What follows belongs to an exercise in optimizing a design on an open flow for small area, a short achievable clock period and few clock cycles; a production flow would make more cautious choices. Function was checked by simulation only, so behaviour that the tests miss may differ from the original. Power figures rest on the tool's default switching activity, not on a simulated workload.

==> design.v <==
package mips_pkg;
  typedef logic [31:0] word_t;
  typedef logic [4:0]  reg_idx_t;
  localparam int RETIRE_CREDIT_MAX = 4;
endpackage
`timescale 1ns/1ps
module rca #(
  parameter int W = 32
) (
  input  logic [W-1:0] a,
  input  logic [W-1:0] b,
  input  logic         ci,
  output logic [W-1:0] s,
  output logic         co
);
  logic [W:0] c;
  assign c[0] = ci;
  for (genvar i = 0; i < W; i++) begin : g_bit
    assign s[i]   = a[i] ^ b[i] ^ c[i];
    assign c[i+1] = (a[i] & b[i]) | (a[i] & c[i]) | (b[i] & c[i]);
  end
  assign co = c[W];
endmodule
`timescale 1ns/1ps
module aoi222 (
  input  logic a1,
  input  logic a2,
  input  logic b1,
  input  logic b2,
  input  logic c1,
  input  logic c2,
  output logic y
);
  assign y = !((a1 & a2) | (b1 & b2) | (c1 & c2));
endmodule
module aoi22 (
  input  logic a1,
  input  logic a2,
  input  logic b1,
  input  logic b2,
  output logic y
);
  assign y = !((a1 & a2) | (b1 & b2));
endmodule
module oh_or #(
  parameter int N = 64
) (
  input  logic [N-1:0] sel,
  input  logic [N-1:0] d,
  output logic         y
);
  localparam int G = N / 3;
  localparam int R = N % 3;
  logic [G:0] yn;
  for (genvar g = 0; g < G; g++) begin : g_aoi
    aoi222 u_aoi (
      .a1(sel[3*g]),   .a2(d[3*g]),
      .b1(sel[3*g+1]), .b2(d[3*g+1]),
      .c1(sel[3*g+2]), .c2(d[3*g+2]),
      .y(yn[g])
    );
  end
  if (R == 2) begin : g_r2
    aoi22 u_aoi (.a1(sel[N-2]), .a2(d[N-2]), .b1(sel[N-1]), .b2(d[N-1]), .y(yn[G]));
  end else if (R == 1) begin : g_r1
    assign yn[G] = !(sel[N-1] & d[N-1]);
  end else begin : g_r0
    assign yn[G] = 1'b1;
  end
  assign y = !(&yn);
endmodule
`timescale 1ns/1ps
module exec_core (
  input  logic     clk,
  input  logic     arst_n,
  input  logic     instr_valid,
  input  mips_pkg::word_t    instr_word,
  input  mips_pkg::word_t    instr_pc,
  output logic     instr_credit,
  output logic     retire_valid,
  output mips_pkg::word_t    retire_pc,
  output mips_pkg::word_t    retire_next_pc,
  output logic     retire_wr_en,
  output mips_pkg::reg_idx_t retire_wr_idx,
  output mips_pkg::word_t    retire_wr_data,
  output logic     retire_store,
  output mips_pkg::word_t    retire_addr,
  output mips_pkg::word_t    retire_store_data,
  output logic     retire_syscall,
  output logic     retire_illegal,
  input  logic     retire_credit
);
  function automatic [32:0] add32(input [31:0] a, input [31:0] b, input ci);
    reg c;
    integer i;
    begin
      c = ci;
      for (i = 0; i < 32; i = i + 1) begin
        add32[i] = a[i] ^ b[i] ^ c;
        c = (a[i] & b[i]) | (a[i] & c) | (b[i] & c);
      end
      add32[32] = c;
    end
  endfunction
  function automatic [36:0] add36(input [35:0] a, input [35:0] b);
    reg c;
    integer i;
    begin
      c = 1'b0;
      for (i = 0; i < 36; i = i + 1) begin
        add36[i] = a[i] ^ b[i] ^ c;
        c = (a[i] & b[i]) | (a[i] & c) | (b[i] & c);
      end
      add36[36] = c;
    end
  endfunction
  function automatic [31:0] inc32(input [31:0] x, input ci);
    reg c;
    integer i;
    begin
      c = ci;
      for (i = 0; i < 32; i = i + 1) begin
        inc32[i] = x[i] ^ c;
        c = x[i] & c;
      end
    end
  endfunction
  function automatic [5:0] lzc32(input [31:0] v);
    integer i;
    begin
      lzc32 = 6'd32;
      for (i = 0; i < 32; i = i + 1) if (v[i]) lzc32 = 31 - i;
    end
  endfunction
  function automatic [31:0] rev32(input [31:0] v);
    integer i;
    begin
      for (i = 0; i < 32; i = i + 1) rev32[i] = v[31-i];
    end
  endfunction
  logic        ir_v;
  logic [31:0] ir_w;
  logic [31:0] ir_pc;
  logic        cq;           
  logic        fc;           
  logic        r_v;
  logic [2:0]  rc;           
  logic [31:0] r_pc, r_npc, r_data, r_addr;
  logic        r_wen, r_store, r_sys, r_ill;
  logic [4:0]  r_widx;
  logic [5:0] op, fn;
  logic [4:0] f_rs, f_rt, f_rd, f_sh;
  logic [15:0] f_imm;
  logic sp;
  logic s_add, s_sub, s_and, s_or, s_slt, s_sll, s_sra, s_mult, s_div, s_mfhi, s_mflo, s_jr, s_sys;
  logic i_addi, i_andi, i_ori, i_lui, i_lw, i_sw, i_j, i_jal, i_beq, i_bne, i_blez, i_bgtz, i_bltz;
  logic d_wr_en, d_illegal, d_br, d_mf, d_md;
  assign op    = ir_w[31:26];
  assign fn    = ir_w[5:0];
  assign f_rs  = ir_w[25:21];
  assign f_rt  = ir_w[20:16];
  assign f_rd  = ir_w[15:11];
  assign f_sh  = ir_w[10:6];
  assign f_imm = ir_w[15:0];
  assign sp    = (op == 6'h00);
  assign s_add  = sp && (fn == 6'h20 || fn == 6'h21);
  assign s_sub  = sp && (fn == 6'h22 || fn == 6'h23);
  assign s_and  = sp && (fn == 6'h24);
  assign s_or   = sp && (fn == 6'h25);
  assign s_slt  = sp && (fn == 6'h2a);
  assign s_sll  = sp && (fn == 6'h00);
  assign s_sra  = sp && (fn == 6'h03);
  assign s_mult = sp && (fn == 6'h18);
  assign s_div  = sp && (fn == 6'h1a);
  assign s_mfhi = sp && (fn == 6'h10);
  assign s_mflo = sp && (fn == 6'h12);
  assign s_jr   = sp && (fn == 6'h08);
  assign s_sys  = sp && (fn == 6'h0c);
  assign i_addi = (op == 6'h08 || op == 6'h09);
  assign i_andi = (op == 6'h0c);
  assign i_ori  = (op == 6'h0d);
  assign i_lui  = (op == 6'h0f);
  assign i_lw   = (op == 6'h23);
  assign i_sw   = (op == 6'h2b);
  assign i_j    = (op == 6'h02) || (op == 6'h03);
  assign i_jal  = (op == 6'h03);
  assign i_beq  = (op == 6'h04);
  assign i_bne  = (op == 6'h05);
  assign i_blez = (op == 6'h06);
  assign i_bgtz = (op == 6'h07);
  assign i_bltz = (op == 6'h01) && (f_rt == 5'd0);
  assign d_br      = i_beq || i_bne || i_blez || i_bgtz || i_bltz;
  assign d_mf      = s_mfhi || s_mflo;
  assign d_md      = s_mult || s_div;
  assign d_wr_en   = s_add || s_sub || s_and || s_or || s_slt || s_sll || s_sra || d_mf ||
                     i_addi || i_andi || i_ori || i_lui || i_lw || i_jal;
  assign d_illegal = !(d_wr_en || d_md || s_jr || s_sys || i_sw || i_j || d_br);
  logic md_busy, md_busy_next;
  logic stall;
  logic x_go;
  logic [2:0] rc_next;
  logic ir_v_next, fc_next;
  logic [31:0] w_next;
  logic nx_mf, x_go_next;
  assign stall = d_mf && md_busy;
  assign x_go  = ir_v && !stall && (rc > {2'b00, r_v});
  always_comb begin
    rc_next = rc;
    if (retire_credit && !r_v && rc != 3'd4) rc_next = rc + 3'd1;
    else if (!retire_credit && r_v)          rc_next = rc - 3'd1;
  end
  assign ir_v_next = instr_valid || (ir_v && !x_go);
  assign fc_next   = (fc || cq) && !instr_valid;
  assign w_next    = instr_valid ? instr_word : ir_w;
  assign nx_mf     = (w_next[31:26] == 6'h00) && (w_next[5:4] == 2'b01) && (w_next[3:0] == 4'h0 || w_next[3:0] == 4'h2);
  assign x_go_next = !(nx_mf && md_busy_next) && (rc_next > {2'b00, x_go});
  always_ff @(posedge clk or negedge arst_n) begin
    if (!arst_n) begin
      ir_v <= 1'b0;
      cq   <= 1'b0;
      fc   <= 1'b0;
      r_v  <= 1'b0;
      rc   <= 3'd0;
    end else begin
      ir_v <= ir_v_next;
      fc   <= fc_next;
      cq   <= !fc_next && (!ir_v_next || x_go_next);
      r_v  <= x_go;
      rc   <= rc_next;
    end
  end
  always_ff @(posedge clk) begin
    if (!ir_v || x_go) begin
      ir_w  <= instr_word;
      ir_pc <= instr_pc;
    end
  end
  logic [31:0] gpr [1:31];
  logic [31:1] vld;
  logic [31:1] sel_a, sel_b;
  logic [31:0] rs_val, rt_val;
  logic [4:0]  wr_idx;
  logic [31:0] res;           
  logic        rf_we;
  assign wr_idx = i_jal ? 5'd31 : (sp ? f_rd : f_rt);
  assign rf_we  = x_go && d_wr_en && (wr_idx != 5'd0);
  always_ff @(posedge clk or negedge arst_n) begin
    if (!arst_n) vld <= '0;
    else if (rf_we) vld[wr_idx] <= 1'b1;
  end
  always_ff @(posedge clk) begin
    if (rf_we) gpr[wr_idx] <= res;
  end
  for (genvar i = 1; i < 32; i++) begin : g_sel
    assign sel_a[i] = (f_rs == i) && vld[i];
    assign sel_b[i] = (f_rt == i) && vld[i];
  end
  for (genvar j = 0; j < 32; j++) begin : g_rd
    logic [31:1] col;
    for (genvar i = 1; i < 32; i++) begin : g_col
      assign col[i] = gpr[i][j];
    end
    oh_or #(.N(31)) u_ra (.sel(sel_a), .d(col), .y(rs_val[j]));
    oh_or #(.N(31)) u_rb (.sel(sel_b), .d(col), .y(rt_val[j]));
  end
  logic [31:0] pc4, pc4_hi;
  logic [32:0] sum_c;
  logic [31:0] imm_s, opb, add_a, sum;
  logic        sub;
  logic        lt;
  assign pc4_hi = inc32({2'b00, ir_pc[31:2]}, 1'b1);
  assign pc4   = {pc4_hi[29:0], ir_pc[1:0]};
  assign imm_s = {{16{f_imm[15]}}, f_imm};
  assign sub   = s_sub || s_slt;
  always_comb begin
    if (d_br)                   opb = {imm_s[29:0], 2'b00};
    else if (i_andi || i_ori)   opb = {16'h0000, f_imm};
    else if (i_addi || i_lw || i_sw) opb = imm_s;
    else                        opb = rt_val;
  end
  assign add_a = d_br ? pc4 : rs_val;
  assign sum_c = add32(add_a, opb ^ {32{sub}}, sub);
  assign sum   = sum_c[31:0];
  assign lt    = (rs_val[31] != rt_val[31]) ? rs_val[31] : sum[31];
  logic [31:0] hi, lo;       
  logic [31:0] d;            
  logic [31:0] m;            
  logic [5:0]  cnt;          
  logic        div_mode;
  logic        hi_neg, lo_neg;
  logic        zero;         
  logic        na_en, na_ci, nb_en;
  logic [31:0] na_x, na_out, nb_out;
  logic [5:0]  la, lb, jd;
  logic        bz, a_lt_b;
  logic [4:0]  md_amt;
  logic [5:0]  cnt_init;
  logic        md_start;
  logic [31:0] md_val;
  assign na_x   = d_mf ? (s_mflo ? lo : hi) : rs_val;
  assign na_en  = d_mf ? (s_mflo ? lo_neg : hi_neg) : rs_val[31];
  assign na_ci  = !d_mf || s_mflo || div_mode || (lo == 32'd0);
  assign na_out = inc32(na_x ^ {32{na_en}}, na_en && na_ci);
  assign md_val = zero ? 32'd0 : na_out;
  assign nb_en  = d_md && rt_val[31];
  assign nb_out = inc32(rt_val ^ {32{nb_en}}, nb_en);
  assign la       = lzc32(na_out);
  assign lb       = lzc32(nb_out);
  assign bz       = lb[5];
  assign jd       = lb - la;                 
  assign a_lt_b   = la > lb;
  assign md_amt   = s_div ? jd[4:0] : {lb[4:2], 2'b00};
  assign cnt_init = s_div ? ((bz || a_lt_b) ? 6'd0 : ({1'b0, jd[4:0]} + 6'd1))
                          : ((bz || la[5]) ? 6'd0 : (6'd8 - {3'b000, lb[4:2]}));
  assign md_start = x_go && d_md;
  logic [31:0] sh_in;
  logic [4:0]  sh_amt;
  logic [32:0] sh_out;
  logic [31:0] sra_res;
  assign sh_in   = s_sra ? rev32(nb_out) : nb_out;
  assign sh_amt  = d_md ? md_amt : f_sh;
  assign sh_out  = {1'b0, sh_in} << sh_amt;
  assign sra_res = rev32(sh_out[31:0]) | ({32{rt_val[31]}} & ~(32'hffff_ffff >> f_sh));
  logic [32:0] t1;
  logic        q1;
  logic [31:0] r1;
  always_comb begin
    t1 = add32(hi, ~d, 1'b1);
    q1 = t1[32];
    r1 = q1 ? t1[31:0] : hi;
  end
  logic [36:0] p1, p2, p3, p4;
  logic        pc_any;
  logic [31:0] hi_up;
  always_comb begin
    p1 = add36({lo, 4'h0}, {4'h0, m & {32{d[28]}}});
    p2 = add36(p1[35:0], {3'h0, m & {32{d[29]}}, 1'b0});
    p3 = add36(p2[35:0], {2'h0, m & {32{d[30]}}, 2'b00});
    p4 = add36(p3[35:0], {1'h0, m & {32{d[31]}}, 3'b000});
    pc_any = p1[36] || p2[36] || p3[36] || p4[36];
    hi_up  = inc32({4'h0, hi[27:0]}, pc_any);
  end
  always_ff @(posedge clk or negedge arst_n) begin
    if (!arst_n) begin
      cnt  <= '0;
      zero <= 1'b1;
    end else if (md_start) begin
      cnt  <= cnt_init;
      zero <= 1'b0;
    end else if (cnt != 6'd0) begin
      cnt <= cnt - 6'd1;
    end
  end
  always_ff @(posedge clk) begin
    if (md_start) begin
      div_mode <= s_div;
      m        <= na_out;
      d        <= sh_out[31:0];
      if (s_div) begin
        hi     <= na_out;
        lo     <= bz ? 32'hffff_ffff : 32'd0;
        hi_neg <= rs_val[31];
        lo_neg <= (rs_val[31] ^ rt_val[31]) && !bz;
      end else begin
        hi     <= '0;
        lo     <= '0;
        hi_neg <= rs_val[31] ^ rt_val[31];
        lo_neg <= rs_val[31] ^ rt_val[31];
      end
    end else if (cnt != 6'd0) begin
      if (div_mode) begin
        hi <= r1;
        lo <= {lo[30:0], q1};
        d  <= {1'b0, d[31:1]};
      end else begin
        hi <= {hi_up[27:0], p4[35:32]};
        lo <= p4[31:0];
        d  <= {d[27:0], 4'h0};
      end
    end
  end
  assign md_busy      = (cnt != 6'd0);
  assign md_busy_next = md_start ? (cnt_init != 6'd0) : (cnt > 6'd1);
  logic [31:0] mem [64];
  logic [63:0] msel;
  logic [31:0] mem_rd;
  for (genvar i = 0; i < 64; i++) begin : g_msel
    assign msel[i] = (sum[7:2] == i);
  end
  always_ff @(posedge clk) begin
    for (int i = 0; i < 64; i++) begin
      if (x_go && i_sw && msel[i]) mem[i] <= rt_val;
    end
  end
  for (genvar j = 0; j < 32; j++) begin : g_mrd
    logic [63:0] col;
    for (genvar i = 0; i < 64; i++) begin : g_col
      assign col[i] = mem[i][j];
    end
    oh_or #(.N(64)) u_rd (.sel(msel), .d(col), .y(mem_rd[j]));
  end
  logic eq, az, taken;
  logic [31:0] next_pc;
  always_comb begin
    res = '0;
    if (s_add || s_sub || i_addi) res = res | sum;
    if (s_and || i_andi)          res = res | (rs_val & opb);
    if (s_or || i_ori)            res = res | (rs_val | opb);
    if (s_slt)                    res = res | {31'd0, lt};
    if (s_sll)                    res = res | sh_out[31:0];
    if (s_sra)                    res = res | sra_res;
    if (i_lui)                    res = res | {f_imm, 16'h0000};
    if (i_lw)                     res = res | mem_rd;
    if (i_jal)                    res = res | pc4;
    if (d_mf)                     res = res | md_val;
    if (i_sw)                     res = res | rt_val;
  end
  assign eq    = (rs_val == rt_val);
  assign az    = (rs_val == 32'd0);
  assign taken = (i_beq && eq) || (i_bne && !eq) || (i_blez && (rs_val[31] || az)) ||
                 (i_bgtz && !rs_val[31] && !az) || (i_bltz && rs_val[31]);
  always_comb begin
    if (s_jr)       next_pc = rs_val;
    else if (i_j)   next_pc = {pc4[31:28], ir_w[25:0], 2'b00};
    else if (taken) next_pc = sum;
    else            next_pc = pc4;
  end
  always_ff @(posedge clk) begin
    r_pc    <= ir_pc;
    r_npc   <= next_pc;
    r_data  <= res;
    r_addr  <= sum;
    r_wen   <= d_wr_en;
    r_widx  <= wr_idx;
    r_store <= i_sw;
    r_sys   <= s_sys;
    r_ill   <= d_illegal;
  end
  assign instr_credit      = cq;
  assign retire_valid      = r_v;
  assign retire_pc         = r_pc;
  assign retire_next_pc    = r_npc;
  assign retire_wr_en      = r_wen;
  assign retire_wr_idx     = r_widx;
  assign retire_wr_data    = r_data;
  assign retire_store      = r_store;
  assign retire_addr       = r_addr;
  assign retire_store_data = r_data;
  assign retire_syscall    = r_sys;
  assign retire_illegal    = r_ill;
endmodule
==> run.sh <==
#!/bin/bash
# synth_recipe.tcl (not shown) runs the flow's synth.tcl, then flattens the netlist and writes it again
# the make line also repeats each setting of config.mk as NAME=value (left out here)
make -C /OpenROAD-flow-scripts/flow DESIGN_CONFIG=/design/flow/config.mk WORK_HOME=/design/flow/orfs CLKGATE_MAP_FILE= SYNTH_SCRIPT=/design/flow/synth_recipe.tcl finish
==> config.mk <==
export PLATFORM = sky130hd
export DESIGN_NAME = exec_core
export DESIGN_NICKNAME = exec_core
export VERILOG_FILES = /design/flow/design.v
export SDC_FILE = /design/flow/constraint.sdc
export NUM_CORES = 8
export LEC_CHECK = 0
export CAP_MARGIN = 20
export CORE_MARGIN = 2
export CORE_UTILIZATION = 50
export SLEW_MARGIN = 20
export SYNTH_HIERARCHICAL = 1
==> constraint.sdc <==
create_clock -name core_clock -period 125.0 [get_ports {clk}]
set_input_delay 25.0000 -clock core_clock [delete_from_list [all_inputs] [get_ports {clk}]]
set_output_delay 25.0000 -clock core_clock [all_outputs]
set_load 0.01 [all_outputs]
==> results.yml, run 1 <==
clock_tree:
  cts.path.max_buffers: 4
  cts_root_buf: "clkbuf_16"
  cts_sinks: 3417
  cts_buffers: 350
  cts_max_level: 5
  path_clk_slew_ns: 0.06
  tritoncts: "yes"
  cts_resized: 0
  cts_hold_buf: 0
  clkLatencyLatePin_ns: 0.97
  post_cts_buffers: 0
synthesis:
  syn-instance-count: 8354
  syn_nets: 8768
  netlist.area_leader.share_pct: 69.7
  ys_top_cells_by_area: "edfxtp_1 70%, a222oi_1 9.6%, fa_1 2.6%"
  syn_area_per_cell_um2: 16.7
  synth_edf_count: 3235
  yosys.area.top_type: "edfxtp_1"
  ys_ff_latch: 3417
  yosys_warnings: 8
  yosysSeqAreaShare_pct: 72.5
  synth_area_mm2: 0.139
  async_reset_ff_share_pct: 1.32
  synth_cell_types: 95
  yosysMostFrequentCell: "edfxtp_1"
  synth_commonest_cells: "3,235 x edfxtp_1, 1,342 x a222oi_1, 413 x nand2_1"
  ys.flop_type: "edfxtp_1"
critical_path:
  r2r_setup_slack_ns: 101.74
  cp.depth: 1
  worst-path-buf-inv: 1
  worstRegToRegCells: 72
  worst_path_max_delay_cell: "clkdlybuf4s50_1"
  cp-start-kind: "register"
  cp.required_ns: 100.00
  slowest_delay_ns: 0.58
  setup.worst_path.class: "reg2out"
  worstPathCellList: "clkdlybuf4s50_1"
  critical_path_arrival_ns: 1.92
  path_max_fanout: 5
  cp_top_family: "buffers and inverters"
  end_kind: "output port"
timing:
  final_max_slew_viol_count: 0
  finalHoldViolCount: 0
  whs_ns: 0.456
  fin_setup_tns_ns: 0
  fmax_mhz: 37.1
  worst_clock_skew_ns: 0.0616
  slew_headroom_pct: 16.3
  fin_crit_sh_pct: 21.5
  setup_violations: 0
  rsz0062_at_grt: "false"
  worstMarginPinSlew_ns: 1.25
  min_period_ns: 26.92
place:
  placed_cell_area_mm2: 0.150
  port_buffers: 238
  gp_routability_congestion: 0.995
  hpwl_um: 339000
  placed_cells: 12511
power_and_ir_drop:
  combPwrFrac_pct: 31.9
  p_leak_nw: 53.0
  p_seq_share_pct: 39.3
  p_sw_w: 0.00130
  pwr-share-clk_pct: 28.8
  p_total_w: 0.00355
  power_density_mw_per_mm2: 22.0
  ir_drop_mv: 0.0257
  switching_share_pct: 36.7
  p_int_w: 0.00225
floorplan:
  die_x_um: 532
  rows: 193
  core-area_mm2: 0.277
  die_area_mm2: 0.283
  die_height_um: 532
  ios: 239
  start_util_pct: 50.3
grt:
  antenna_found_initial: 53
  grt_pass1_wl_um: 736000
  grt-ovfl-total: 0
  grtUsageTotal_pct: 37.1
  grt_max_degree: 96
  grt_pass1_vias: 92207
hold_path:
  hold_depth: 0
  hold_path_class: "reg2reg"
routing:
  num_vias: 96582
  routedWlPerCell_um: 40.8
  drt_iter0_drc: 19943
  via_per_inst: 7.32
  dr.pass1.iters: 14
  drcViolationCount: 0
  postRouteAntennaNets: 0
  wirelength_um: 538000
cells_and_area:
  drive_gt1_share_pct: 13.7
  syn_to_final_growth_pct: 15.9
  layout.nets: 9577
  nFillCells: 21173
  layout.cells.non_filler: 13193
  final_area_mm2: 0.162
status:
  status: "complete, no violations"
run:
  maxCapViolCount: 0
[per-module statistics from Yosys, one instance, submodules excluded, excerpt]
module / cells / cell area (um^2)
exec_core: 6498 / 123000
aoi222: 1 / 10.0
[registers in the layout, summed over array words and instances (netlist names), 3 cells and up]
name and count:
hi 32, mem 2048, r_addr 32, ir_w 32
r_pc 32, vld 31, gpr 992, ir_pc 32
r_data 32, m 32, d 32, lo 32
rc 3, r_widx 5, cnt 6, r_npc 32
[final cells by class]
class	count	area (um^2)	share of cell area, %
multi-input combinational	4471	37800	23.4
sequential	3417	101000	62.5
timing repair buffer	724	6160	3.81
tap	3705	4640	2.87
clock buffer	456	9360	5.79
inverter	199	749	0.464
clock inverter	179	1720	1.07
antenna	42	105	0.0651
[power groups by stage]
stage	logic, W	registers, W	clock network, W
floorplan	0.000558	0.00139	0
global placement	0.00108	0.00141	0
detailed placement	0.00110	0.00141	0
CTS	0.00110	0.00139	0.00103
global route	0.00120	0.00139	0.00107
finish	0.00113	0.00139	0.00102
[metal layers]
metal,vias to the layer above,share of wire [%],GRT usage [%]
met5,-,0.034,0.0169
met4,30,7.8,24.1
met3,1613,13,10.7
met2,7497,45,56.2
met1,49059,35,46.8
li1,38383,-,-
[layout by cell type, fill, tap and decap left out, types with 40 or more instances in the layout]
cell             Yosys  layout
a21oi_1            168     166
a221oi_1            45      44
nand4_1            282     282
diode_2              0      42
xnor2_1             83      83
dfrtp_1             44      44
a211oi_1            73      70
a22oi_1             44      44
buf_4               34     476
fa_1               183     183
nor2_1             322     157
and2_1              79      79
clkinv_2             0      62
clkbuf_1           183      93
nor4_1              79      76
nor2_4               0     126
nor2_2               1      40
nand3_1            127     123
clkinv_1             1      55
inv_1              197     197
nor3_1              48      48
clkbuf_16            0     358
edfxtp_1          3235    3235
dfxtp_1            137     137
ha_1               163     163
o21ai_0            234     231
nand2_1            413     410
clkdlybuf4s50_1      0     237
and3_1              77      65
xor2_1              70      70
mux2i_1            150     150
a222oi_1          1342    1342
[per-stage QoR]
step | util (%) | setup slack (ns)
floorplan | - | 98.95
global placement | 54.2 | 97.13
detailed placement | 54.2 | 97.20
CTS | 58.2 | 98.04
global route | 58.3 | 98.04
finish | 58.3 | 98.08
[cell families after synthesis]
family	Yosys count	share of synthesized area, %
DFF	3417	72.5
xor gates and xnor gates	153	0.962
buffers and inverters	466	1.38
adders and majority gates	346	4.09
and+or+nand+nor	1541	5.54
AOI/OAI and AO/OA	2242	14.1
muxes	189	1.41
[final timing paths]
| kind | startpoint | endpoint |
|---|---|---|
| hold reg to reg | ir_pc[23] | r_pc[23] |
| hold / removal | ir_pc[23] | r_pc[23] |
| setup reg to reg | d[28] | hi[31] |
| setup / recovery | r_v | retire_valid |
| max in group asynchronous | arst_n | vld[7] |
| min in group asynchronous | arst_n | cnt[0] |
[worst register-to-register path: cells and delay by family, from the launching register on]
kind                     cells  cell delay (ns)
AND/OR/NAND/NOR              2             0.60
AO/OA/AOI/OAI                2             0.27
flip-flops                   1             0.37
XOR/XNOR                     1             0.14
adder cells (fa/ha/maj)     64            21.24
buffers and inverters        3             0.37
Testbench counts, summed over its fixed seeds: cycles 16,449.
==> inputs of run 2 (changes only) <==
--- a/design.v
+++ b/design.v
@@ -44,2 +44,11 @@
 endmodule
+module ao22 (
+  input  logic a1,
+  input  logic a2,
+  input  logic b1,
+  input  logic b2,
+  output logic y
+);
+  assign y = (a1 & a2) | (b1 & b2);
+endmodule
 module oh_or #(
@@ -202,16 +211,20 @@
   logic ir_v_next, fc_next;
-  logic [31:0] w_next;
-  logic nx_mf, x_go_next;
+  logic [2:0] rc_next_c, rc_next_nc;
+  logic rc_ok_next, in_mf, held_mf, cq_in, cq_held, cq_next;
   assign stall = d_mf && md_busy;
   assign x_go  = ir_v && !stall && (rc > {2'b00, r_v});
-  always_comb begin
-    rc_next = rc;
-    if (retire_credit && !r_v && rc != 3'd4) rc_next = rc + 3'd1;
-    else if (!retire_credit && r_v)          rc_next = rc - 3'd1;
-  end
+  assign rc_next_c  = (rc == 3'd4 && !r_v) ? 3'd4 : rc + {2'b00, !r_v};
+  assign rc_next_nc = rc - {2'b00, r_v};
+  assign rc_next    = retire_credit ? rc_next_c : rc_next_nc;
+  assign rc_ok_next = retire_credit ? (rc_next_c > {2'b00, x_go}) : (rc_next_nc > {2'b00, x_go});
+  function automatic is_mf(input [31:0] w);
+    is_mf = (w[31:26] == 6'h00) && (w[5:4] == 2'b01) && !w[3] && !w[2] && !w[0];
+  endfunction
+  assign in_mf   = is_mf(instr_word);
+  assign held_mf = is_mf(ir_w);
   assign ir_v_next = instr_valid || (ir_v && !x_go);
   assign fc_next   = (fc || cq) && !instr_valid;
-  assign w_next    = instr_valid ? instr_word : ir_w;
-  assign nx_mf     = (w_next[31:26] == 6'h00) && (w_next[5:4] == 2'b01) && (w_next[3:0] == 4'h0 || w_next[3:0] == 4'h2);
-  assign x_go_next = !(nx_mf && md_busy_next) && (rc_next > {2'b00, x_go});
+  assign cq_in   = !(in_mf && md_busy_next) && rc_ok_next;
+  assign cq_held = !(fc || cq) && (!(ir_v && !x_go) || (!(held_mf && md_busy_next) && rc_ok_next));
+  assign cq_next = instr_valid ? cq_in : cq_held;
   always_ff @(posedge clk or negedge arst_n) begin
@@ -226,3 +239,3 @@
       fc   <= fc_next;
-      cq   <= !fc_next && (!ir_v_next || x_go_next);
+      cq   <= cq_next;
       r_v  <= x_go;
@@ -237,5 +250,5 @@
   end
-  logic [31:0] gpr [1:31];
   logic [31:1] vld;
   logic [31:1] sel_a, sel_b;
+  logic [31:1] rwe, rwe_n;
   logic [31:0] rs_val, rt_val;
@@ -250,6 +263,11 @@
   end
-  always_ff @(posedge clk) begin
-    if (rf_we) gpr[wr_idx] <= res;
-  end
-  for (genvar i = 1; i < 32; i++) begin : g_sel
+  for (genvar i = 1; i < 32; i++) begin : g_gpr
+    logic [31:0] q;
+    logic [31:0] d;
+    assign rwe[i]   = rf_we && (wr_idx == i);
+    assign rwe_n[i] = !rwe[i];
+    for (genvar j = 0; j < 32; j++) begin : g_bit
+      ao22 u_ld (.a1(rwe[i]), .a2(res[j]), .b1(rwe_n[i]), .b2(q[j]), .y(d[j]));
+    end
+    always_ff @(posedge clk) q <= d;
     assign sel_a[i] = (f_rs == i) && vld[i];
@@ -260,3 +278,3 @@
     for (genvar i = 1; i < 32; i++) begin : g_col
-      assign col[i] = gpr[i][j];
+      assign col[i] = g_gpr[i].q[j];
     end
@@ -294,3 +312,3 @@
   logic [5:0]  la, lb, jd;
-  logic        bz, a_lt_b;
+  logic        bz, b1, a_lt_b;
   logic [4:0]  md_amt;
@@ -309,2 +327,3 @@
   assign bz       = lb[5];
+  assign b1       = (lb == 6'd31);               
   assign jd       = lb - la;                 
@@ -312,3 +331,3 @@
   assign md_amt   = s_div ? jd[4:0] : {lb[4:2], 2'b00};
-  assign cnt_init = s_div ? ((bz || a_lt_b) ? 6'd0 : ({1'b0, jd[4:0]} + 6'd1))
+  assign cnt_init = s_div ? ((bz || b1 || a_lt_b) ? 6'd0 : ({1'b0, jd[4:0]} + 6'd1))
                           : ((bz || la[5]) ? 6'd0 : (6'd8 - {3'b000, lb[4:2]}));
@@ -359,4 +378,4 @@
       if (s_div) begin
-        hi     <= na_out;
-        lo     <= bz ? 32'hffff_ffff : 32'd0;
+        hi     <= b1 ? 32'd0 : na_out;
+        lo     <= bz ? 32'hffff_ffff : (b1 ? na_out : 32'd0);
         hi_neg <= rs_val[31];
@@ -383,12 +402,14 @@
   assign md_busy_next = md_start ? (cnt_init != 6'd0) : (cnt > 6'd1);
-  logic [31:0] mem [64];
-  logic [63:0] msel;
+  logic [63:0] msel, mwe, mwe_n;
   logic [31:0] mem_rd;
-  for (genvar i = 0; i < 64; i++) begin : g_msel
-    assign msel[i] = (sum[7:2] == i);
-  end
-  always_ff @(posedge clk) begin
-    for (int i = 0; i < 64; i++) begin
-      if (x_go && i_sw && msel[i]) mem[i] <= rt_val;
+  for (genvar i = 0; i < 64; i++) begin : g_mem
+    logic [31:0] q;
+    logic [31:0] d;
+    assign msel[i]  = (sum[7:2] == i);
+    assign mwe[i]   = x_go && i_sw && msel[i];
+    assign mwe_n[i] = !mwe[i];
+    for (genvar j = 0; j < 32; j++) begin : g_bit
+      ao22 u_ld (.a1(mwe[i]), .a2(rt_val[j]), .b1(mwe_n[i]), .b2(q[j]), .y(d[j]));
     end
+    always_ff @(posedge clk) q <= d;
   end
@@ -397,3 +418,3 @@
     for (genvar i = 0; i < 64; i++) begin : g_col
-      assign col[i] = mem[i][j];
+      assign col[i] = g_mem[i].q[j];
     end
==> flow/run.sh (new file) <==
#!/bin/bash
# Own layout flow: the standard flow (standard.sh: the standard synthesis
# and every step unchanged), with one change made through ORFS's own
# BUFFER_PORTS_ARGS variable: every input and output port is buffered by
# sky130_fd_sc_hd__buf_2 (buffer_ports otherwise picks a slow delay cell).
set -euo pipefail
export BUFFER_PORTS_ARGS="-buffer_cell sky130_fd_sc_hd__buf_2"
bash standard.sh > standard.log 2>&1
==> standard.sh (new file) <==
#!/bin/bash
# synth_recipe.tcl (not shown) runs the flow's synth.tcl, then flattens the netlist and writes it again
# the make line also repeats each setting of config.mk as NAME=value (left out here)
make -C /OpenROAD-flow-scripts/flow DESIGN_CONFIG=/design/flow/config.mk WORK_HOME=/design/flow/orfs CLKGATE_MAP_FILE= SYNTH_SCRIPT=/design/flow/synth_recipe.tcl "${@:-finish}"
--- a/config.mk
+++ b/config.mk
@@ -9,3 +9,6 @@
 export CORE_MARGIN = 2
-export CORE_UTILIZATION = 50
+export CORE_UTILIZATION = 60
+export CTS_CLUSTER_DIAMETER = 100
+export CTS_CLUSTER_SIZE = 20
+export PLACE_DENSITY = 0.72
 export SLEW_MARGIN = 20
removed: run.sh
==> run 2 against run 1 <==
  * Via count is 33% higher
  * Critical endpoint is now retire_store_data[31]
  * Die area is 18% lower
  * Total power is 16% lower
  * Sequential cell count stayed put
==> results.yml, run 2 <==
critical_path:
  r2r_start: "d[28]"
  slowest_delay_ns: 0.38
  rr_endpoint: "hi[31]"
  cp-start-kind: "register"
  cp_top_family: "flip-flops"
  startpoint: "r_data[31]"
  critical_path_arrival_ns: 1.41
  path_max_fanout: 2
  worst-path-buf-inv: 1
  r2r_setup_slack_ns: 101.83
  worstRegToRegCells: 72
  worst_path_max_delay_cell: "dfxtp_1"
  setup.worst_path.class: "reg2out"
  cp.required_ns: 100.00
  end_kind: "output port"
  worstPathCellList: "buf_2"
power_and_ir_drop:
  p_seq_share_pct: 41.1
  combPwrFrac_pct: 36.7
  ir_drop_mv: 0.0633
  power_density_mw_per_mm2: 19.7
  pwr-share-clk_pct: 22.1
  p_int_w: 0.00187
  p_leak_nw: 59.5
  p_sw_w: 0.00110
  p_total_w: 0.00297
  switching_share_pct: 37.1
timing:
  fin_crit_sh_pct: 21.1
  slew_headroom_pct: 7.61
  final_max_slew_viol_count: 0
  setup_violations: 0
  worstMarginPinSlew_ns: 1.37
  min_period_ns: 26.41
  fin_setup_tns_ns: 0
  finalHoldViolCount: 0
  fmax_mhz: 37.9
  rsz0062_at_grt: "false"
  worst_clock_skew_ns: 0.110
  setup_slack_ns: 98.59
clock_tree:
  cts_sinks: 3417
  cts_hold_buf: 0
  cts_resized: 0
  path_clk_slew_ns: 0.08
  cts.path.max_buffers: 3
  clkLatencyLatePin_ns: 0.94
  cts_buffers: 193
  post_cts_buffers: 0
  tritoncts: "yes"
  cts_root_buf: "clkbuf_16"
  cts_max_level: 4
synthesis:
  netlist.area_leader.share_pct: 46.5
  yosys.area.top_type: "dfxtp_1"
  syn_area_per_cell_um2: 11.7
  synth_cell_types: 101
  ys.flop_type: "dfxtp_1"
  synth_edf_count: 195
  ys_ff_latch: 3417
  yosys_warnings: 7
  ys_top_cells_by_area: "dfxtp_1 47%, a22o_1 20%, a222oi_1 9.8%"
  synth_area_mm2: 0.137
  syn-instance-count: 11703
  async_reset_ff_share_pct: 1.32
  syn_nets: 12119
  synth_commonest_cells: "3,177 x dfxtp_1, 3,074 x a22o_1, 1,343 x a222oi_1"
  yosysMostFrequentCell: "dfxtp_1"
  yosysSeqAreaShare_pct: 51.6
cells_and_area:
  final_area_mm2: 0.151
  final_cell_mix: "3,177 x dfxtp_1, 3,074 x a22o_1, 1,343 x a222oi_1"
  syn_to_final_growth_pct: 10.1
  regMostFlops: "g_mem.q"
  mostFrequentLayoutCell: "dfxtp_1"
  drive_gt1_share_pct: 9.69
  layout.nets: 12788
  reg.largest.list: "g_mem.q (2048), g_gpr.q (992)"
  nFillCells: 17292
  largest_reg_flops: 2048
routing:
  wirelength_um: 617000
  drt_iter0_drc: 28841
  via_per_inst: 8.31
  dr.pass1.iters: 22
  routedWlPerCell_um: 39.9
  num_vias: 128518
  postRouteAntennaNets: 0
  drcViolationCount: 0
floorplan:
  die_height_um: 481
  start_util_pct: 60.2
  die_area_mm2: 0.232
  ios: 239
  die_x_um: 481
  core-area_mm2: 0.227
  rows: 175
grt:
  grt_pass1_wl_um: 871000
  grt_max_degree: 89
  grt-ovfl-total: 0
  antenna_found_initial: 69
  grt_pass1_vias: 121518
  grtUsageTotal_pct: 50.8
run:
  maxCapViolCount: 0
place:
  hpwl_um: 386000
  port_buffers: 238
  placed_cell_area_mm2: 0.145
  dp_slack_ns: 98.92
  gp_routability_congestion: 1.04
hold_path:
  hold_end: "r_pc[25]"
  hold_path_class: "reg2reg"
  hold_depth: 0
  min_from: "ir_pc[25]"
status:
  status: "complete, no violations"
[run 2: cell type report]
type / instances / area [um^2] / area share, %
Clock buffer: 212 / 4920 / 3.27
Sequential cell: 3417 / 70600 / 46.9
Inverter: 285 / 1070 / 0.711
Clock inverter: 24 / 408 / 0.271
Tap cell: 3009 / 3760 / 2.50
Antenna cell: 39 / 97.6 / 0.0648
Multi-Input combinational cell: 7724 / 64500 / 42.9
Timing Repair Buffer: 751 / 5170 / 3.43
[run 2: worst max path at each step]
stage                                        to  slack, ns  depth (start not counted)
after global routing         retire_wr_data[31]      98.54                          1
after CTS                 retire_store_data[31]      98.54                          1
final                     retire_store_data[31]      98.59                          1
after detailed placement                     cq      98.92                          8
after floorplan                              cq      98.99                          8
after global placement                       cq      98.91                          8
[run 2: logic make-up after synthesis]
family / Yosys count / share of synthesized area (%)
multiplexers: 126 / 0.955
buffers and inverters: 562 / 1.68
AND/OR/NAND/NOR: 1754 / 6.28
AO/OA/AOI/OAI: 5349 / 34.3
adder cells (fa/ha/maj): 348 / 4.19
flip-flops: 3417 / 51.6
XOR/XNOR: 147 / 0.941
[run 2: power by group through the flow]
| stage | Clock, W | Sequential (W) | Combinational [W] |
|---|---|---|---|
| after floorplan | 0 | 0.00122 | 0.000702 |
| after global placement | 0 | 0.00124 | 0.00102 |
| after detailed placement | 0 | 0.00124 | 0.00106 |
| after CTS | 0.000653 | 0.00122 | 0.00107 |
| after global routing | 0.000692 | 0.00122 | 0.00120 |
| final | 0.000657 | 0.00122 | 0.00109 |
[run 2: worst register-to-register path, delay by kind of cell, from the launching register on]
kind,cells,cell delay [ns]
adders and majority gates,63,20.99
and+or+nand+nor,3,0.69
DFF,1,0.40
buffers and inverters,3,0.38
AOI/OAI and AO/OA,2,0.30
xor gates and xnor gates,1,0.14
[run 2: metal layers]
layer | track usage [%] | wire length [um]
met4 | 40.6 | 61900
met2 | 71.0 | 248000
met5 | 1.30 | 675
met1 | 61.7 | 208000
met3 | 20.2 | 98500
[run 2: modules after synthesis, one instance, submodules excluded, excerpt]
module / flip-flops and latches / cell area (um^2) / cells inside
exec_core: 3417 / 93600 / 6807
ao22: 0 / 8.76 / 1
aoi222: 0 / 10.0 / 1
[run 2: stage by stage]
step           utilization, %  instances  hold slack, ns
3_5_place_dp             63.9      15181           0.402
5_1_grt                  66.3      15432           0.433
2_1_floorplan               -      11703           0.352
4_1_cts                  66.2      15417           0.434
3_3_place_gp             63.8      15173           0.416
6_report                 66.3      15461           0.431
Testbench counts of run 2, summed over its fixed seeds: cycles 16,359.
==> inputs of run 3 (changes only) <==
--- a/config.mk
+++ b/config.mk
@@ -10,4 +10,4 @@
 export CORE_UTILIZATION = 60
-export CTS_CLUSTER_DIAMETER = 100
-export CTS_CLUSTER_SIZE = 20
+export CTS_CLUSTER_DIAMETER = 90
+export CTS_CLUSTER_SIZE = 24
 export PLACE_DENSITY = 0.72
==> run 3 against run 2 <==
  * Clock power down 5.8%
  * Final area down 0.40%
  * Synthesized cell count is the same
  * Register-to-register slack worse by 0.03 ns
  * First-iteration DRC count grew 0.13%
  * Critical endpoint unchanged
  * Highest routed layer unchanged
  * Maximum frequency is essentially flat
  * Combinational power hardly changed
  * Still clean on timing, DRC and antenna
==> results.yml, run 3 <==
synthesis:
  syn_area_per_cell_um2: 11.7
  syn_nets: 12119
  synth_area_mm2: 0.137
  syn-instance-count: 11703
  ys.flop_type: "dfxtp_1"
  synth_commonest_cells: "3,177 x dfxtp_1, 3,074 x a22o_1, 1,343 x a222oi_1"
  yosysSeqAreaShare_pct: 51.6
  ys_top_cells_by_area: "dfxtp_1 47%, a22o_1 20%, a222oi_1 9.8%"
  synth_edf_count: 195
  yosysMostFrequentCell: "dfxtp_1"
  ys_ff_latch: 3417
  synth_cell_types: 101
  async_reset_ff_share_pct: 1.32
  netlist.area_leader.share_pct: 46.5
  yosys.area.top_type: "dfxtp_1"
  yosys_warnings: 7
timing:
  fmax_mhz: 37.8
  slew_headroom_pct: 9.54
  min_period_ns: 26.42
  worst_clock_skew_ns: 0.0822
  fin_setup_tns_ns: 0
  rsz0062_at_grt: "false"
  final_max_slew_viol_count: 0
  setup_slack_ns: 98.58
  fin_crit_sh_pct: 21.1
  setup_violations: 0
  worstMarginPinSlew_ns: 1.36
  finalHoldViolCount: 0
hold_path:
  hold_end: "r_pc[25]"
  hold_depth: 0
  hold_path_class: "reg2reg"
  min_from: "ir_pc[25]"
critical_path:
  setup.worst_path.class: "reg2out"
  critical_path_arrival_ns: 1.42
  startpoint: "r_data[31]"
  end_kind: "output port"
  r2r_setup_slack_ns: 101.80
  cp-start-kind: "register"
  slowest_delay_ns: 0.38
  rr_endpoint: "hi[31]"
  r2r_start: "d[28]"
  path_max_fanout: 2
  cp_top_family: "flip-flops"
  worstRegToRegCells: 72
  worst_path_max_delay_cell: "dfxtp_1"
  cp.required_ns: 100.00
  worst-path-buf-inv: 1
  worstPathCellList: "buf_2"
clock_tree:
  clkLatencyLatePin_ns: 0.92
  cts_buffers: 166
  cts_sinks: 3417
  cts_root_buf: "clkbuf_16"
  cts_max_level: 4
  post_cts_buffers: 0
  cts.path.max_buffers: 3
  path_clk_slew_ns: 0.09
  cts_resized: 0
  cts_hold_buf: 0
  tritoncts: "yes"
power_and_ir_drop:
  p_int_w: 0.00184
  p_seq_share_pct: 41.7
  ir_drop_mv: 0.0638
  switching_share_pct: 37.4
  combPwrFrac_pct: 37.2
  p_leak_nw: 59.2
  power_density_mw_per_mm2: 19.6
  pwr-share-clk_pct: 21.1
  p_sw_w: 0.00110
cells_and_area:
  final_cell_mix: "3,177 x dfxtp_1, 3,074 x a22o_1, 1,343 x a222oi_1"
  layout.nets: 12760
  utilization_pct: 66.0
  mostFrequentLayoutCell: "dfxtp_1"
  largest_reg_flops: 2048
  drive_gt1_share_pct: 9.54
  nFillCells: 17372
  reg.largest.list: "g_mem.q (2048), g_gpr.q (992)"
  regMostFlops: "g_mem.q"
  syn_to_final_growth_pct: 9.64
grt:
  met2_usage_pct: 70.8
  grt-ovfl-total: 0
  grt_max_degree: 89
  top_usage_layer: "met2"
  grt_pass1_vias: 120786
  grtUsageTotal_pct: 50.7
  grt_use_met3_pct: 20.4
  antenna_found_initial: 62
  met1_usage_pct: 61.6
  grt_pass1_wl_um: 869000
place:
  hpwl_um: 386000
  port_buffers: 238
  gp_routability_congestion: 1.04
  dp_slack_ns: 98.92
routing:
  num_vias: 128277
  routedWlPerCell_um: 39.9
  drt_iter0_drc: 28878
  dr.pass1.iters: 20
  via_per_inst: 8.32
  postRouteAntennaNets: 0
  wirelength_um: 616000
  drcViolationCount: 0
floorplan:
  start_util_pct: 60.2
  die_x_um: 481
  die_height_um: 481
  core-area_mm2: 0.227
  rows: 175
  ios: 239
  die_area_mm2: 0.232
run:
  maxCapViolCount: 0
status:
  status: "complete, no violations"
-- run 3: cells by family (layout without fill, tap and decap cells) --
| logic type | count (synthesis) | after routing | share of synthesized area [%] |
|---|---|---|---|
| compound gates | 5349 | 5349 | 34.3 |
| flops | 3417 | 3417 | 51.6 |
| simple gates | 1754 | 1754 | 6.28 |
| buf+inv | 562 | 1243 | 1.68 |
| fa+ha+maj | 348 | 348 | 4.19 |
| xor+xnor | 147 | 147 | 0.941 |
| mux | 126 | 126 | 0.955 |
| other cells | 0 | 26 | 0 |
-- run 3: worst max path at each step --
stage	endpoint	slack [ns]	cells past startpoint
2_1_floorplan	cq	98.99	8
3_3_place_gp	cq	98.91	8
3_5_place_dp	cq	98.92	8
4_1_cts	retire_store_data[31]	98.52	1
5_1_grt	retire_wr_data[31]	98.53	1
6_report	retire_store_data[31]	98.58	1
-- run 3: layer usage --
metal | vias to the layer above | part of all wire [%]
met3 | 3051 | 16
met2 | 12034 | 40
li1 | 50853 | -
met1 | 62277 | 34
met5 | - | 0.078
met4 | 62 | 10
-- run 3: cell type report --
| class | instances | area [um^2] | share of cell area, % |
|---|---|---|---|
| inverters | 285 | 1070 | 0.714 |
| repair buffers | 750 | 5150 | 3.44 |
| clock buffers | 179 | 4250 | 2.83 |
| flip-flops and latches | 3417 | 70600 | 47.1 |
| diodes | 26 | 65.1 | 0.0434 |
| well taps | 3009 | 3760 | 2.51 |
| clock inverters | 29 | 534 | 0.356 |
| multi-input cells | 7724 | 64500 | 43.0 |
-- run 3: per-module statistics from Yosys (local to each module, per instance), excerpt --
module	flops+latches	cells	times used	cell area, um^2
exec_core	3417	6807	1	93600
aoi222	0	1	1312	10.0
ao22	0	1	3040	8.76
-- run 3: power groups by stage --
stage	registers, W	logic [W]	clock network (W)
floorplan	0.00122	0.000702	0
global placement	0.00124	0.00102	0
detailed placement	0.00124	0.00106	0
CTS	0.00122	0.00107	0.000614
global route	0.00122	0.00120	0.000654
finish	0.00122	0.00109	0.000619
-- run 3: per-stage QoR --
step	area (um^2)	hold slack (ns)	cells	power [W]
floorplan	137000	0.352	11703	0.00192
global placement	145000	0.416	15173	0.00226
detailed placement	145000	0.402	15181	0.00231
CTS	150000	0.439	15389	0.00290
global route	150000	0.447	15397	0.00308
finish	150000	0.433	15419	0.00293
==> inputs of run 4 (changes only) <==
--- a/design.v
+++ b/design.v
@@ -244,7 +244,13 @@
   end
+  logic        ir_ld, ir_ld_n;
+  logic [31:0] ir_w_d, ir_pc_d;
+  assign ir_ld   = !ir_v || x_go;
+  assign ir_ld_n = !ir_ld;
+  for (genvar j = 0; j < 32; j++) begin : g_ir
+    ao22 u_w  (.a1(ir_ld), .a2(instr_word[j]), .b1(ir_ld_n), .b2(ir_w[j]),  .y(ir_w_d[j]));
+    ao22 u_pc (.a1(ir_ld), .a2(instr_pc[j]),   .b1(ir_ld_n), .b2(ir_pc[j]), .y(ir_pc_d[j]));
+  end
   always_ff @(posedge clk) begin
-    if (!ir_v || x_go) begin
-      ir_w  <= instr_word;
-      ir_pc <= instr_pc;
-    end
+    ir_w  <= ir_w_d;
+    ir_pc <= ir_pc_d;
   end
--- a/config.mk
+++ b/config.mk
@@ -10,4 +10,4 @@
 export CORE_UTILIZATION = 60
-export CTS_CLUSTER_DIAMETER = 90
-export CTS_CLUSTER_SIZE = 24
+export CTS_CLUSTER_DIAMETER = 100
+export CTS_CLUSTER_SIZE = 20
 export PLACE_DENSITY = 0.72
==> run 4 against run 3 <==
  * Maximum frequency fell by 0.27%
  * Hold slack got worse by 0.076 ns
  * Total power fell by 6.1%
  * Die area fell by 0.37%
  * Final cell count rose by 0.19%
  * Utilization rose by 0.58 points
  * Clock power rose by 5.2%
  * Sequential share of layout area fell by 0.47 points
  * Clock skew fell by 0.014 ns
  * Register-to-register slack got worse by 0.14 ns
  * Critical path depth did not move
  * First-iteration DRC count fell by 5.5%
==> results.yml, run 4 <==
synthesis:
  synth_xor_xnor_area_share_pct: 0.958
  ys_top_cells_by_area: "dfxtp_1 48%, a22o_1 20%, a222oi_1 9.8%"
  synth_compound_area_share_pct: 34.0
  async_reset_ff_share_pct: 1.32
  ys.flop_type: "dfxtp_1"
  synth_edf_count: 131
  yosys_warnings: 7
  synth_commonest_cells: "3,241 x dfxtp_1, 3,117 x a22o_1, 1,328 x a222oi_1"
  syn_area_per_cell_um2: 11.6
  yosys.area.top_type: "dfxtp_1"
  synth-simple-area-share_pct: 6.50
  syn-instance-count: 11703
  yosysSeqAreaShare_pct: 51.3
  synth_area_mm2: 0.136
  yosysMostFrequentCell: "dfxtp_1"
  ys_ff_latch: 3417
  synth_top_family_by_area: "compound AO/OA/AOI/OAI gates"
  synth_cell_types: 100
  muxShareOfSynthArea_pct: 1.31
  netlist.area_leader.share_pct: 47.6
  syn_nets: 12119
  synth-adder-area-share_pct: 4.20
routing:
  num_vias: 127471
  postRouteAntennaNets: 0
  met1_length_um: 210000
  dr.pass1.iters: 17
  wirelength_um: 598000
  met3WireLength_um: 94400
  via_per_inst: 8.25
  drcViolationCount: 0
  maxUsedRoutingLayer: "met5"
  routedWlPerCell_um: 38.7
  wl_met2_um: 241000
  drt_iter0_drc: 27291
place:
  port_buffers: 238
  placed_cell_area_mm2: 0.145
  dp_slack_ns: 98.38
  hpwl_um: 381000
  gp_routability_congestion: 1.04
floorplan:
  rows: 174
  start_util_pct: 60.5
  die_x_um: 481
  die_height_um: 481
  die_area_mm2: 0.231
  ios: 239
  core-area_mm2: 0.225
cells_and_area:
  mostFrequentLayoutCell: "dfxtp_1"
  regMostFlops: "g_mem.q"
  final_cell_mix: "3,240 x dfxtp_1, 3,117 x a22o_1, 1,328 x a222oi_1"
  nFillCells: 17262
  layout.nets: 12818
  final_area_mm2: 0.150
  drive_gt1_share_pct: 9.88
  reg.largest.list: "g_mem.q (2048), g_gpr.q (992)"
  largest_reg_flops: 2048
  syn_to_final_growth_pct: 10.2
critical_path:
  worst-path-buf-inv: 1
  cp_top_family: "flip-flops"
  worst_path_max_delay_cell: "dfrtp_1"
  worstRegToRegCells: 72
  r2r_setup_slack_ns: 101.66
  rr_endpoint: "hi[31]"
  slowest_delay_ns: 0.40
  cp.required_ns: 100.00
  critical_path_arrival_ns: 1.49
  r2r_start: "d[29]"
  startpoint: "r_v"
  setup.worst_path.class: "reg2out"
  worstPathCellList: "buf_2"
  end_kind: "output port"
  path_max_fanout: 3
  cp-start-kind: "register"
clock_tree:
  cts_hold_buf: 0
  cts_sinks: 3417
  path_clk_slew_ns: 0.09
  cts_resized: 0
  tritoncts: "yes"
  cts_buffers: 191
  post_cts_buffers: 0
  clkLatencyLatePin_ns: 0.93
  cts_root_buf: "clkbuf_16"
  cts.path.max_buffers: 3
  cts_max_level: 4
timing:
  worstMarginPinSlew_ns: 1.32
  rsz0062_at_grt: "false"
  worst_clock_skew_ns: 0.0684
  final_max_slew_viol_count: 0
  fin_setup_tns_ns: 0
  setup_violations: 0
  setup_slack_ns: 98.51
  slew_headroom_pct: 11.4
  finalHoldViolCount: 0
  fin_crit_sh_pct: 21.2
  fmax_mhz: 37.7
  min_period_ns: 26.49
grt:
  grtUsageTotal_pct: 49.5
  antenna_found_initial: 55
  grt_pass1_vias: 119814
  grt_max_degree: 96
  grt_pass1_wl_um: 854000
  grt-ovfl-total: 0
power_and_ir_drop:
  pwr-share-clk_pct: 23.7
  ir_drop_mv: 0.0188
  power_density_mw_per_mm2: 18.3
  switching_share_pct: 36.9
  p_int_w: 0.00174
  p_seq_share_pct: 44.7
  combPwrFrac_pct: 31.7
  p_leak_nw: 59.7
  p_sw_w: 0.00101
  p_total_w: 0.00275
hold_path:
  hold_end: "r_pc[4]"
  hold_path_class: "reg2reg"
  min_from: "ir_pc[4]"
  hold_depth: 0
status:
  status: "complete, no violations"
run:
  maxCapViolCount: 0
==> run 4: cell count changes in the layout (fill, tap and decap cells not counted), moves of 24 or more <==
cell | previous run | this run
a21o_1 | 102 | 71
a21oi_1 | 139 | 88
a221o_1 | 21 | 46
a22o_1 | 3074 | 3117
dfxtp_1 | 3177 | 3240
edfxtp_1 | 195 | 131
inv_1 | 255 | 231
mux2i_1 | 111 | 146
nand2_1 | 605 | 701
nor2_1 | 234 | 189
==> run 4: power groups by stage <==
stage	clock, W	sequential [W]	combinational, W
after CTS	0.000648	0.00123	0.000840
after floorplan	0	0.00123	0.000502
after detailed placement	0	0.00125	0.000831
after global placement	0	0.00125	0.000810
after global routing	0.000687	0.00123	0.000930
final	0.000651	0.00123	0.000872
==> run 4: how the worst max path moves through the flow <==
stage / endpoint / slack, ns / cells after the start
2_1_floorplan: cq / 98.77 / 8
3_3_place_gp: cq / 98.37 / 8
3_5_place_dp: cq / 98.38 / 8
4_1_cts: retire_valid / 98.49 / 1
5_1_grt: retire_valid / 98.47 / 1
6_report: retire_valid / 98.51 / 1
==> run 4: area by class of cell <==
type | count | area, um^2 | share of cell area [%]
sequential | 3417 | 69900 | 46.6
multi-input combinational | 7744 | 64700 | 43.1
timing repair buffer | 770 | 5390 | 3.59
clock buffer | 204 | 4860 | 3.24
tap | 2992 | 3740 | 2.49
inverter | 278 | 1040 | 0.695
clock inverter | 20 | 390 | 0.260
antenna | 23 | 57.6 | 0.0383
==> run 4: per-layer routing <==
metal	global-route usage (%)	vias up
met5	0.911	-
met4	35.1	54
met3	18.7	2611
met2	68.7	11587
met1	62.9	62354
li1	-	50865
==> run 4: cell families after synthesis <==
group / after synthesis
multiplexers: 170
XOR/XNOR: 149
AND/OR/NAND/NOR: 1812
adder cells (fa/ha/maj): 348
flip-flops: 3417
AO/OA/AOI/OAI: 5265
buffers and inverters: 542
==> run 4: modules after synthesis, one instance, submodules excluded, excerpt <==
module     cells inside  cell area [um^2]
ao22                  1              8.76
aoi222                1              10.0
exec_core          6743             92500
==> run 4: through the flow <==
step,hold slack (ns),util (%),std cells
global placement,0.383,64.1,15186
finish,0.357,66.6,15448
detailed placement,0.378,64.2,15194
floorplan,0.355,-,11703
CTS,0.352,66.5,15418
global route,0.355,66.6,15428
Testbench counts of run 4, summed over its fixed seeds: cycles 16,359.
==> inputs of run 5 (changes only) <==
--- a/design.v
+++ b/design.v
@@ -155,2 +155,3 @@
   logic        r_v;
+  logic        r_v_o;        
   logic [2:0]  rc;           
@@ -215,2 +216,4 @@
   assign x_go  = ir_v && !stall && (rc > {2'b00, r_v});
+  logic x_go_o;
+  assign x_go_o = ir_v && !stall && (rc > {2'b00, r_v_o});
   assign rc_next_c  = (rc == 3'd4 && !r_v) ? 3'd4 : rc + {2'b00, !r_v};
@@ -235,2 +238,3 @@
       r_v  <= 1'b0;
+      r_v_o <= 1'b0;
       rc   <= 3'd0;
@@ -241,2 +245,3 @@
       r_v  <= x_go;
+      r_v_o <= x_go_o;
       rc   <= rc_next;
@@ -466,3 +471,3 @@
   assign instr_credit      = cq;
-  assign retire_valid      = r_v;
+  assign retire_valid      = r_v_o;
   assign retire_pc         = r_pc;
==> run 5 against run 4 <==
  * Still clean
  * Non-clock buffer count up 17
  * Sequential cell count increased by 1
  * Synthesized area rose by 0.52%
  * Final area increased by 1.0%
  * Sequential power is essentially flat
  * Count of clock-buffer cells in the layout up 2
  * Clock skew increased by 0.042 ns
  * Via count is 1.8% higher
  * Maximum frequency is 0.21% higher
  * Setup slack improved by 0.055 ns
  * Total power up 2.3%
  * Critical path type unchanged
  * Largest cell class unchanged
  * Largest power group unchanged
==> results.yml, run 5 <==
critical_path:
  worst_path_max_delay_cell: "dfrtp_1"
  r2r_start: "d[29]"
  worstRegToRegCells: 71
  cp_top_family: "flip-flops"
  end_kind: "output port"
  worstPathCellList: "buf_2"
  setup.worst_path.class: "reg2out"
  cp.depth: 1
  cp-start-kind: "register"
  worst-path-buf-inv: 1
  critical_path_arrival_ns: 1.44
  path_max_fanout: 2
  slowest_delay_ns: 0.40
  rr_endpoint: "hi[30]"
  r2r_setup_slack_ns: 101.58
  cp.required_ns: 100.00
floorplan:
  ios: 239
  core-area_mm2: 0.227
  rows: 175
  die_area_mm2: 0.232
  die_x_um: 482
  start_util_pct: 60.3
  die_height_um: 482
timing:
  fin_crit_sh_pct: 21.1
  fmax_mhz: 37.8
  finalHoldViolCount: 0
  setup_violations: 0
  slew_headroom_pct: 12.6
  worst_clock_skew_ns: 0.111
  setup_slack_ns: 98.56
  min_period_ns: 26.44
  worstMarginPinSlew_ns: 1.30
  final_max_slew_viol_count: 0
  whs_ns: 0.380
  rsz0062_at_grt: "false"
  fin_setup_tns_ns: 0
hold_path:
  hold_depth: 0
  hold_path_class: "reg2reg"
  min_from: "ir_pc[3]"
  hold_end: "r_pc[3]"
routing:
  wirelength_um: 623000
  num_vias: 129763
  drcViolationCount: 0
  via_per_inst: 8.31
  postRouteAntennaNets: 0
  routedWlPerCell_um: 39.9
  dr.pass1.iters: 22
  drt_iter0_drc: 28974
place:
  hpwl_um: 393000
  port_buffers: 238
  gp_routability_congestion: 1.08
  dp_slack_ns: 98.97
synthesis:
  yosys.area.top_type: "dfxtp_1"
  yosysSeqAreaShare_pct: 51.1
  synth_edf_count: 131
  synth_commonest_cells: "3,241 x dfxtp_1, 3,106 x a22o_1, 1,320 x a222oi_1"
  syn_area_per_cell_um2: 11.6
  ys_ff_latch: 3418
  synth_area_mm2: 0.137
  ys_top_cells_by_area: "dfxtp_1 47%, a22o_1 20%, a222oi_1 9.6%"
  yosysMostFrequentCell: "dfxtp_1"
  netlist.area_leader.share_pct: 47.4
  syn_nets: 12207
  ys.flop_type: "dfxtp_1"
  async_reset_ff_share_pct: 1.35
  synth_cell_types: 96
  yosys_warnings: 7
  syn-instance-count: 11791
grt:
  grt_pass1_wl_um: 879000
  grt_pass1_vias: 120638
  grt_max_degree: 85
  grt-ovfl-total: 0
  antenna_found_initial: 87
  grtUsageTotal_pct: 51.2
cells_and_area:
  drive_gt1_share_pct: 10.7
  utilization_pct: 66.7
  layout.nets: 12924
  largest_reg_flops: 2048
  regMostFlops: "g_mem.q"
  final_cell_mix: "3,237 x dfxtp_1, 3,106 x a22o_1, 1,320 x a222oi_1"
  syn_to_final_growth_pct: 10.7
  mostFrequentLayoutCell: "dfxtp_1"
  reg.largest.list: "g_mem.q (2048), g_gpr.q (992)"
clock_tree:
  path_clk_slew_ns: 0.08
  tritoncts: "yes"
  cts_buffers: 194
  cts_max_level: 4
  cts_root_buf: "clkbuf_16"
  cts.path.max_buffers: 3
  post_cts_buffers: 0
  cts_resized: 0
  clkLatencyLatePin_ns: 0.97
  cts_hold_buf: 0
  cts_sinks: 3418
status:
  status: "complete, no violations"
power_and_ir_drop:
  power_density_mw_per_mm2: 18.6
  ir_drop_mv: 0.0192
  p_leak_nw: 59.5
run:
  maxCapViolCount: 0
## run 5: kinds of logic after synthesis
group                    count (synthesis)  share of synthesized area (%)
AND/OR/NAND/NOR                       1807                           6.44
adder cells (fa/ha/maj)                348                           4.18
AO/OA/AOI/OAI                         5293                           33.8
buffers and inverters                  529                           1.61
flip-flops                            3418                           51.1
multiplexers                           252                           1.91
XOR/XNOR                               144                          0.931
## run 5: worst max-delay path by stage
stage | startpoint | slack (ns) | to
detailed placement | retire_credit | 98.97 | cq
finish | r_v_o | 98.56 | retire_valid
global route | r_data[30] | 98.54 | retire_store_data[30]
floorplan | retire_credit | 98.98 | cq
CTS | r_data[29] | 98.55 | retire_store_data[29]
global placement | retire_credit | 98.94 | cq
## run 5: layout make-up
cell class | instances | area (um^2)
fill | 17083 | 75600
clock inverter | 23 | 458
tap | 3009 | 3760
inverter | 263 | 987
sequential | 3418 | 70000
timing repair buffer | 787 | 5640
clock buffer | 206 | 4990
antenna | 56 | 140
multi-input combinational | 7844 | 65700
## run 5: where the power goes
group	total (W)	internal, W	switching [W]
sequential	0.00124	0.00117	0.0000731
clock	0.000666	0.000289	0.000378
combinational	0.000908	0.000293	0.000615
total	0.00282	0.00175	0.00107
## run 5: Yosys stat by module, one instance, submodules excluded, excerpt
module,copies in the design,cell area [um^2]
ao22,3104,8.76
aoi222,1312,10.0
exec_core,1,93300
## run 5: stage by stage
stage / cell area [um^2] / power (W) / cells
global placement: 145000 / 0.00209 / 15294
floorplan: 137000 / 0.00173 / 11791
global route: 152000 / 0.00290 / 15556
CTS: 151000 / 0.00276 / 15531
finish: 152000 / 0.00282 / 15606
detailed placement: 146000 / 0.00212 / 15302
## run 5: metal layers
| metal | global-route usage (%) | vias up | share of wire, % |
|---|---|---|---|
| li1 | - | 51293 | - |
| met1 | 62.6 | 63120 | 34 |
| met2 | 70.4 | 12143 | 40 |
| met3 | 21.1 | 3121 | 16 |
| met4 | 41.3 | 86 | 10 |
| met5 | 1.37 | - | 0.16 |
Testbench counts of run 5, summed over its fixed seeds: cycles 16,359.
==> inputs of run 6 (changes only) <==
--- a/config.mk
+++ b/config.mk
@@ -10,4 +10,4 @@
 export CORE_UTILIZATION = 60
-export CTS_CLUSTER_DIAMETER = 100
-export CTS_CLUSTER_SIZE = 20
+export CTS_CLUSTER_DIAMETER = 90
+export CTS_CLUSTER_SIZE = 24
 export PLACE_DENSITY = 0.72
==> run 6 against run 5 <==
  * Count of clock-buffer cells in the layout decreased by 31
  * Still clean
  * Setup slack improved by 0.018 ns
  * Highest routed layer unchanged
  * Utilization decreased by 0.29 points
  * Via count about the same
  * Final area decreased by 0.44%
  * Hold slack improved by 0.0066 ns
  * Critical endpoint unchanged
  * Critical path type unchanged
  * Maximum frequency about the same
  * Synthesized cell count unchanged
  * Synthesized area unchanged
  * Critical path depth unchanged
==> results.yml, run 6 <==
clock_tree:
  post_cts_buffers: 0
  cts.path.max_buffers: 3
  cts_hold_buf: 0
  cts_resized: 0
  clkLatencyLatePin_ns: 0.93
  cts_root_buf: "clkbuf_16"
  cts_sinks: 3418
  cts_max_level: 4
  cts_buffers: 168
  tritoncts: "yes"
  path_clk_slew_ns: 0.09
power_and_ir_drop:
  p_leak_nw: 59.2
  p_sw_w: 0.00106
  power_density_mw_per_mm2: 18.4
  pwr-share-clk_pct: 22.6
  combPwrFrac_pct: 32.7
  p_seq_share_pct: 44.7
  switching_share_pct: 38.2
  p_int_w: 0.00171
  ir_drop_mv: 0.0184
cells_and_area:
  reg.largest.list: "g_mem.q (2048), g_gpr.q (992)"
  mostFrequentLayoutCell: "dfxtp_1"
  largest_reg_flops: 2048
  final_cell_mix: "3,239 x dfxtp_1, 3,106 x a22o_1, 1,320 x a222oi_1"
  syn_to_final_growth_pct: 10.2
  drive_gt1_share_pct: 10.6
  regMostFlops: "g_mem.q"
  layout.nets: 12898
grt:
  antenna_found_initial: 87
  grt_pass1_wl_um: 875000
  grt_max_degree: 85
  grtUsageTotal_pct: 51.0
  grt_pass1_vias: 120203
  grt-ovfl-total: 0
critical_path:
  cp.required_ns: 100.00
  critical_path_arrival_ns: 1.42
  setup.worst_path.class: "reg2out"
  path_max_fanout: 2
  cp_top_family: "flip-flops"
  cp-start-kind: "register"
  slowest_delay_ns: 0.40
  r2r_setup_slack_ns: 101.69
  worst-path-buf-inv: 1
  worst_path_max_delay_cell: "dfrtp_1"
  end_kind: "output port"
  worstPathCellList: "buf_2"
synthesis:
  ys_ff_latch: 3418
  yosys_warnings: 7
  syn_nets: 12207
  async_reset_ff_share_pct: 1.35
  syn_area_per_cell_um2: 11.6
  ys.flop_type: "dfxtp_1"
  yosysMostFrequentCell: "dfxtp_1"
  yosysSeqAreaShare_pct: 51.1
  netlist.area_leader.share_pct: 47.4
  synth_cell_types: 96
  synth_edf_count: 131
  synth_area_mm2: 0.137
  ys_top_cells_by_area: "dfxtp_1 47%, a22o_1 20%, a222oi_1 9.6%"
  yosys.area.top_type: "dfxtp_1"
  synth_commonest_cells: "3,241 x dfxtp_1, 3,106 x a22o_1, 1,320 x a222oi_1"
  syn-instance-count: 11791
place:
  gp_routability_congestion: 1.08
  hpwl_um: 393000
  port_buffers: 238
run:
  maxCapViolCount: 0
timing:
  fin_crit_sh_pct: 21.1
  slew_headroom_pct: 13.6
  min_period_ns: 26.42
  worstMarginPinSlew_ns: 1.29
  setup_violations: 0
  rsz0062_at_grt: "false"
  whs_ns: 0.387
  worst_clock_skew_ns: 0.0913
  fin_setup_tns_ns: 0
  fmax_mhz: 37.9
  finalHoldViolCount: 0
  final_max_slew_viol_count: 0
floorplan:
  die_x_um: 482
  die_area_mm2: 0.232
  start_util_pct: 60.3
  rows: 175
  ios: 239
  core-area_mm2: 0.227
  die_height_um: 482
routing:
  wirelength_um: 621000
  num_vias: 129700
  via_per_inst: 8.33
  drcViolationCount: 0
  postRouteAntennaNets: 0
  drt_iter0_drc: 28422
  dr.pass1.iters: 15
  routedWlPerCell_um: 39.9
status:
  status: "complete, no violations"
hold_path:
  hold_path_class: "reg2reg"
-- run 6: cell counts after synthesis --
No cell type changed its count.
-- run 6: metal layers --
metal	up-vias	track usage [%]	wire length (um)
li1	51244	-	-
met2	12324	70.2	246000
met3	3142	20.5	99400
met4	68	41.1	63800
met1	62922	62.6	211000
met5	-	1.08	745
-- run 6: worst paths after layout --
kind,end,start,depth (start not counted)
min reg2reg,r_pc[4],ir_pc[4],0
max,retire_valid,r_v_o,1
min in group asynchronous,cnt[0],arst_n,2
max in group asynchronous,vld[19],arst_n,2
min,r_pc[4],ir_pc[4],0
max reg2reg,hi[30],d[29],71
-- run 6: through the flow --
step	cell area, um^2	setup WS [ns]	utilization (%)	power [W]	instances
2_1_floorplan	137000	98.98	-	0.00173	11791
3_3_place_gp	145000	98.94	64.0	0.00209	15294
3_5_place_dp	146000	98.97	64.1	0.00212	15302
4_1_cts	150000	98.54	66.2	0.00272	15507
5_1_grt	151000	98.55	66.4	0.00285	15534
6_report	151000	98.58	66.4	0.00277	15578
-- run 6: modules after synthesis (local to each module, per instance), excerpt --
module     copies in the design  flip-flops and latches  cells inside  cell area, um^2
ao22                       3104                       0             1             8.76
aoi222                     1312                       0             1             10.0
exec_core                     1                    3418          6831            93300
-- run 6: cells by family after synthesis --
group / synth area share (%)
buffers and inverters: 1.61
AO/OA/AOI/OAI: 33.8
AND/OR/NAND/NOR: 6.44
multiplexers: 1.91
flip-flops: 51.1
adder cells (fa/ha/maj): 4.18
XOR/XNOR: 0.931
-- run 6: final cells by class --
class / instances / area [um^2]
Antenna cell: 52 / 130
Clock buffer: 175 / 4260
Timing Repair Buffer: 787 / 5610
Fill cell: 17172 / 76300
Inverter: 263 / 987
Multi-Input combinational cell: 7844 / 65700
Tap cell: 3009 / 3760
Sequential cell: 3418 / 70000
Clock inverter: 30 / 579
-- run 6: power by group through the flow --
stage,clock network [W],registers (W),logic [W]
4_1_cts,0.000621,0.00123,0.000864
2_1_floorplan,0,0.00123,0.000497
3_3_place_gp,0,0.00126,0.000832
3_5_place_dp,0,0.00126,0.000858
6_report,0.000626,0.00124,0.000906
5_1_grt,0.000659,0.00124,0.000953

Setup slack of run 6, layout unchanged: 98.581 ns with ideal ports, 98.461 ns with driving cells assumed (clock clkbuf_16, inputs buf_2), 98.824 ns with port delays also shifted by the 1.004 ns mid clock arrival.
